What follows belongs to an exercise in optimizing a design on an open flow for small area, a short achievable clock period and few clock cycles; a production flow would make more cautious choices.
The RTL was checked by simulation tests, not by an equivalence proof against the original design.
No activity file was given, so power comes from the tool's default toggle rates.

the previous run:
## rank_order_encoder
module rank_order_encoder (
  input  logic        CLK,
  input  logic        RST_N,
  input  logic [31:0] S_TDATA,
  input  logic        S_TVALID,
  output logic        S_TREADY,
  input  logic        S_TLAST,
  input  logic [7:0]  EVT_LIMIT,
  output logic [7:0]  AEROUT_ADDR,
  output logic        AEROUT_REQ,
  input  logic        AEROUT_ACK,
  output logic        BUSY,
  output logic        DONE,
  output logic        FRAME_ERR
);
Size: ~11000 cells after synthesis, roughly 2500 flip-flops.
==> flow/config.mk <==
export PLATFORM = sky130hd
export DESIGN_NAME = rank_order_encoder
export DESIGN_NICKNAME = rank_order_encoder
export VERILOG_FILES = /design/flow/design.v
export SDC_FILE = /design/flow/constraint.sdc
export NUM_CORES = 4
export LEC_CHECK = 0
export ABC_AREA = 1
export ABC_CLOCK_PERIOD_IN_PS = 4000
export CAP_MARGIN = 30
export CORE_MARGIN = 2
export CORE_UTILIZATION = 65
export CTS_CLUSTER_DIAMETER = 80
export CTS_CLUSTER_SIZE = 30
export SETUP_SLACK_MARGIN = 5.0
export SLEW_MARGIN = 30
==> flow/constraint.sdc <==
create_clock -name core_clock -period 9.0 [get_ports {CLK}]
set_input_delay 1.8000 -clock core_clock [delete_from_list [all_inputs] [get_ports {CLK}]]
set_output_delay 1.8000 -clock core_clock [all_outputs]
set_load 0.01 [all_outputs]
run.sh (not shown) runs the stock make flow with config.mk's settings and CLKGATE_MAP_FILE= SYNTH_SCRIPT=/design/flow/synth_recipe.tcl, a recipe that flattens the netlist after the stock synthesis.
Testbench counts of the previous run, summed over its fixed seeds: cycles 14,357.
Setup changes, the previous run to the current run
--- a/flow/design.v
+++ b/flow/design.v
@@ -58,21 +58,20 @@
     end
     find_high = {val[0], idx[6:0]};
   endfunction
   logic [5:0]   wcnt_q;      
   logic         busy_q;      
   logic         srch_q;      
   logic         init_q;      
   logic         mv_q;        
   logic         more_q;      
   logic         odd_q;       
-  logic         evn_q;       
   logic         even_q;      
   logic         fin_q;       
   logic [6:0]   nxt_q;       
   logic         nv_q;        
   logic [255:0] match_q;     
   logic [7:0]   rem_q;       
   logic [127:0] lvl_map_q;   
   logic         pend_q;      
   logic         armed_q;     
   logic [7:0]   addr_q;      
@@ -115,21 +114,21 @@
   logic [7:0]   high_r;
   logic         any_odd, any_even;
   always_comb begin
     high_r = find_high(lvl_map_q);
     for (int i = 0; i < 256; i++) begin
       lsb[i] = img[i*8];
       eqv[i] = (img[i*8+1 +: 7] == nxt_q);
     end
     any_odd  = |(eqv & lsb);
     any_even = |(eqv & ~lsb) && (nxt_q != 7'd0);      
-    cand     = match_q & (lsb | {{128{evn_q}}, {128{!odd_q}}});
+    cand     = match_q & (lsb | {256{!odd_q}});
     low_r    = find_low(cand);
     for (int i = 0; i < 256; i++) taken[i] = clr_q && (addr_q == 8'(i));
     for (int j = 0; j < 128; j++) used[j]  = (nxt_q == 7'(j));
   end
   logic ack_ev, avail, take, step, load, run;
   assign ack_ev = pend_q && armed_q && AEROUT_ACK;
   assign avail  = !pend_q || ack_ev;
   assign run    = srch_q && !init_q;
   assign step   = run && (!mv_q || !more_q);             
   assign load   = step && !(mv_q && even_q);             
@@ -213,27 +212,25 @@
     nv_q   <= high_r[7];
     init_q <= 1'b0;
     clr_q  <= take;
     if (xfer && S_TLAST && last_word) begin
       init_q <= 1'b1;
       mv_q   <= 1'b0;
       rem_q  <= EVT_LIMIT;
     end
     if (step && !load) begin                           
       odd_q  <= 1'b0;
-      evn_q  <= 1'b1;
       even_q <= 1'b0;
       more_q <= 1'b1;
     end else if (load) begin
       mv_q   <= 1'b1;
       odd_q  <= any_odd;
-      evn_q  <= !any_odd;
       even_q <= any_odd && any_even;
       more_q <= 1'b1;                                  
     end
     if (take) begin
       addr_q <= low_r[7:0];
       more_q <= low_r[9];
       if (rem_q != 8'd0) rem_q <= rem_q - 8'd1;
     end
   end
   assign AEROUT_REQ  = pend_q && !AEROUT_ACK;
### Flow results
The floorplan die area of the current run and that of the previous run are within noise of each other. [compare] base=the previous run new=the current run: ratio of final minimum period to clock period shows an increase of 1.1 points; switching power summed over all nets shows a reduction of 3.2%. Diff the current run..the previous run | final design area excluding fillers | negligible. Diff the previous run -> the current run: fraction of area in registers shows no meaningful change; number of fill cells shows an increase of 41; clock tree buffer count of the final layout shows an increase of 8. When the current run is measured against the previous run, its wire length of the first global-routing pass turns out 0.91% lower. Relative to the previous run, area growth from synthesis to layout has gone down in the current run. Power: the current run draws less than the previous run. The critical path depth number comes out higher for the previous run vs the current run. The total negative setup slack was comparable across the current run and the previous run. Number of detailed-routing iterations run before antenna repair: the current run > the previous run.
Testbench counts of the current run, summed over its fixed seeds: cycles 14,357.

## port drivers added, routing unchanged
No port has a modelled driver above. Below, the same layouts with a new extraction and two added sets of constraints.
Step 1 assumes that a clkbuf_16 drives the clock port and a buf_2 every other input.
Step 2 moves the port delays by t, midway between the first and last clock arrival at a register: inputs arrive t later, outputs are due t later. That takes back most of the time a late clock gives input paths.
Three values: ideal, step 1, step 2; two values: the first two.
| run | t (ns) | slack for setup (ns) | worst slew at a driven data input, ns |
|---|---|---|---|
| the previous run | 0.932 | 4.811 / 4.811 / 4.027 | 0.10 |
| the current run | 0.925 | 4.708 / 4.708 / 4.128 | 0.09 |
After both steps setup and hold are still met in every run listed. The setup slack of the previous run, which loses most, moves by 0.000 ns with the drivers and by -0.784 ns with both steps.
